This design comes from an exercise in tuning for small area and a short achievable clock period on the open sky130 flow, not from production work. At most, simulation tests tie the RTL to the original design; equivalence was not proved. Power figures rest on the tool's default switching activity, not on a simulated workload.

S:
Design fifo_flags_top, start of the top module:
module fifo_flags_top (
  input  logic        clk,
  input  logic        rst_n,
  input  logic        winc,
  input  logic [31:0] wdata,
  input  logic        wclr_err,
  output logic        wfull,
  output logic        walmost_full,
  output logic        woverflow,
  output logic [6:0]  wlevel,
  input  logic        rinc,
  input  logic        rclr_err,
  output logic [31:0] rdata,
  output logic        rempty,
  output logic        ralmost_empty,
  output logic        runderflow,
  output logic [6:0]  rlevel
);
Size in the first run: about 4400 cells after synthesis, ~2200 flip-flops, about 80000 µm² of cells after synthesis.
Settings: LEC_CHECK=0, CAP_MARGIN=20, CORE_MARGIN=2, CORE_UTILIZATION=60, CTS_CLUSTER_DIAMETER=100, CTS_CLUSTER_SIZE=30, PLACE_DENSITY=0.7, SETUP_SLACK_MARGIN=1.75, SLEW_MARGIN=20; clock period 4.0 ns.
run.sh (not shown) runs the stock make flow with config.mk's settings and CLKGATE_MAP_FILE= SYNTH_SCRIPT=/design/flow/synth_recipe.tcl, a recipe that flattens the netlist after the stock synthesis.
Edits applied to the flow inputs when going from S to P:
- swapping 1.75 for 1.8 in SETUP_SLACK_MARGIN
- swapping 60 for 63 in CORE_UTILIZATION
- swapping 0.7 for 0.72 in PLACE_DENSITY
==> results.txt <==
Number of antenna violations at the first check in global routing is lower on P. On area of the core: between S and P, it ends up higher for S. P does worse than S on total detailed-routing wirelength. Looking only at number of rows created at floorplan, and setting everything else aside, the higher value of S and P goes to S. P ends up with higher number of buffers inserted to repair setup after CTS than S does.
Function was not checked in any run of this note: the RTL went through the layout flow alone.

---

Another version of the RTL of fifo_flags_top (not shown whole).
Size in the first run: about 2200 flip-flops, ~90 I/O pins, roughly 0.079 mm2 of cells after synthesis.
make LEC_CHECK=0 CAP_MARGIN=20 CORE_MARGIN=2 CORE_UTILIZATION=60 CTS_CLUSTER_DIAMETER=100 CTS_CLUSTER_SIZE=30 PLACE_DENSITY=0.7 SETUP_SLACK_MARGIN=1.75 SLEW_MARGIN=20 finish   # period 4.0 ns
Change:
==> flow/flow/run.sh (new file) <==
#!/bin/bash
set -euo pipefail
bash standard.sh BUFFER_PORTS_ARGS="-buffer_cell sky130_fd_sc_hd__buf_4" finish > standard_flow.log 2>&1
==> flow/standard.sh (new file) <==
#!/bin/bash
# synth_recipe.tcl (not shown) runs the flow's synth.tcl, then flattens the netlist and writes it again
# the make line also repeats each setting of config.mk as NAME=value (left out here)
make -C /OpenROAD-flow-scripts/flow DESIGN_CONFIG=/design/flow/config.mk WORK_HOME=/design/flow/orfs CLKGATE_MAP_FILE= SYNTH_SCRIPT=/design/flow/synth_recipe.tcl "${@:-finish}"
removed: flow/run.sh
Result: Worst setup slack got worse by 0.086 ns. Via count falls by 0.86%. Register-to-register slack got worse by 0.09 ns. Core utilization falls by 0.78 points. Total power falls by 0.35%. Non-clock buffer count falls by 93. Wire length falls by 1.3%. Sequential cell count does not change.

---

Another version of the RTL of fifo_flags_top (not shown whole).
Size: about 2300 flip-flops, roughly 82000 sq um of cells after synthesis.
make LEC_CHECK=0 CAP_MARGIN=20 CORE_MARGIN=2 CORE_UTILIZATION=63 CTS_CLUSTER_DIAMETER=100 CTS_CLUSTER_SIZE=30 PLACE_DENSITY=0.72 SETUP_SLACK_MARGIN=2.0 SLEW_MARGIN=20 finish   # period 4.0 ns
Stock flow here: none of the scripts above is used.
The baseline ran to the end with no violations.
Then changed:
- CORE_UTILIZATION: 63 -> 60
- PLACE_DENSITY: 0.72 -> 0.7
- SETUP_SLACK_MARGIN: 2.0 -> 1.8
What happened: Design area goes down slightly. Register-to-register slack degrades by 0.15 ns. Final cell count is lower slightly. Worst hold slack degrades by 0.036 ns.

---

Setup of before:
Another version of the RTL of fifo_flags_top (not shown whole).
For scale: roughly 4700 cells after synthesis, ~2300 flip-flops, about 90 I/O pins, about 81000 um^2 of cells after synthesis.
Settings: LEC_CHECK=0, CAP_MARGIN=20, CORE_MARGIN=2, CORE_UTILIZATION=60, CTS_CLUSTER_DIAMETER=100, CTS_CLUSTER_SIZE=30, PLACE_DENSITY=0.7, SETUP_SLACK_MARGIN=1.8, SLEW_MARGIN=20; clock period 4.0 ns.
Input-level comparison between after and before:
# before
export LEC_CHECK = 0
export CAP_MARGIN = 20
export CORE_MARGIN = 2
export CORE_UTILIZATION = 60
export CTS_CLUSTER_DIAMETER = 100
export CTS_CLUSTER_SIZE = 30
export PLACE_DENSITY = 0.7
export SETUP_SLACK_MARGIN = 1.8
export SLEW_MARGIN = 20
create_clock -name core_clock -period 4.0 [get_ports {clk}]
# after
export LEC_CHECK = 0
export CAP_MARGIN = 20
export CORE_MARGIN = 2
export CORE_UTILIZATION = 63
export CTS_CLUSTER_DIAMETER = 100
export CTS_CLUSTER_SIZE = 30
export PLACE_DENSITY = 0.72
export SETUP_SLACK_MARGIN = 1.8
export SLEW_MARGIN = 20
create_clock -name core_clock -period 4.0 [get_ports {clk}]
==> results.txt <==
Maximum frequency from static timing analysis: after higher than before
| combinational group share of total power | after vs before | ≈ equal |
Looking at sequential fraction of total cell area, after sits above before.
For after, the kind of path behind the tightest hold check was flip-flop to async pin, unlike before, where it was input pin to async pin.
Re wire length of the first global-routing pass: after is about 2% down on before.
When after is measured against before, its non-clock buffer count turns out about 1.1% higher.
Compared with before, after shows a worst supply voltage drop on vdd that is 130 uV higher.
In the tables for after and before, routed wire length reads lower with after.
before consumes more power than after.
before -> after: clock-cell share of area flat
From before to after the numbers moved as follows: final design area excluding fillers shows no meaningful change, setup slack saw an increase.
Function was not checked in any run of this note: the RTL went through the layout flow alone.

---

Another version of the RTL of fifo_flags_top (not shown whole).
For scale: roughly 4400 cells after synthesis, about 79000 µm² of cells after synthesis.
clock: 4.0 ns
lec_check: 0
cap_margin: 20
core_margin: 2
core_utilization: 60
cts_cluster_diameter: 100
cts_cluster_size: 30
place_density: 0.7
setup_slack_margin: 1.75
slew_margin: 20
standard.sh (not shown) runs the stock make flow with config.mk's settings and CLKGATE_MAP_FILE= SYNTH_SCRIPT=/design/flow/synth_recipe.tcl, a recipe that flattens the netlist after the stock synthesis.
==> flow/flow/run.sh <==
#!/bin/bash
set -euo pipefail
bash standard.sh BUFFER_PORTS_ARGS="-buffer_cell sky130_fd_sc_hd__buf_4" finish > standard_flow.log 2>&1
Change:
==> flow/run.sh (new file) <==
#!/bin/bash
# synth_recipe.tcl (not shown) runs the flow's synth.tcl, then flattens the netlist and writes it again
# the make line also repeats each setting of config.mk as NAME=value (left out here)
make -C /OpenROAD-flow-scripts/flow DESIGN_CONFIG=/design/flow/config.mk WORK_HOME=/design/flow/orfs CLKGATE_MAP_FILE= SYNTH_SCRIPT=/design/flow/synth_recipe.tcl finish
removed: flow/flow/run.sh
removed: flow/standard.sh
Utilization is lower by 1.8 points; clock power hardly moves; worst setup slack got worse by 0.0063 ns.
Function was not checked in any run of this note: the RTL went through the layout flow alone.

afterwards: timing with drivers on the ports:
No port has a modelled driver above. Below, the same layouts with a new extraction and two added sets of constraints. Step 1 assumes that a clkbuf_16 drives the clock port and a buf_2 every other input. Step 2 also shifts input and output timing later by t, the mid clock arrival at the registers, as if the neighbouring blocks saw the same clock. Slacks: no drivers / after step 1 / after step 2; pairs: no drivers / after step 1.
run | t, ns | setup WS [ns] | hold WS [ns] | pins driven straight from the clock port
S | 0.821 | 1.585 / 1.585 / 1.214 | 0.199 / 0.150 / 0.355 | 1
P | 0.803 | 1.663 / 1.663 / 1.289 | 0.232 / 0.178 / 0.360 | 1
the first run of note 2 | 0.806 | 1.697 / 1.684 / 1.009 | 0.208 / 0.151 / 0.355 | 1
the second run of note 2 | 0.777 | 1.611 / 1.611 / 1.389 | 0.264 / 0.216 / 0.346 | 1
the first run of note 3 | 0.798 | 1.791 / 1.711 / 1.281 | 0.233 / 0.174 / 0.353 | 1
the second run of note 3 | 0.839 | 1.747 / 1.696 / 1.316 | 0.197 / 0.137 / 0.262 | 1
before | 0.825 | 1.661 / 1.583 / 1.122 | 0.205 / 0.151 / 0.361 | 1
after | 0.796 | 1.699 / 1.623 / 1.144 | 0.214 / 0.173 / 0.214 | 1
the first run of note 5 | 0.835 | 1.622 / 1.622 / 1.376 | 0.232 / 0.190 / 0.357 | 1
the second run of note 5 | 0.793 | 1.616 / 1.602 / 1.022 | 0.268 / 0.205 / 0.310 | 1
After both steps every run listed still meets setup and hold. For the first run of note 2, which loses most, drivers alone change the setup slack by -0.013 ns; drivers and shift together by -0.688 ns.
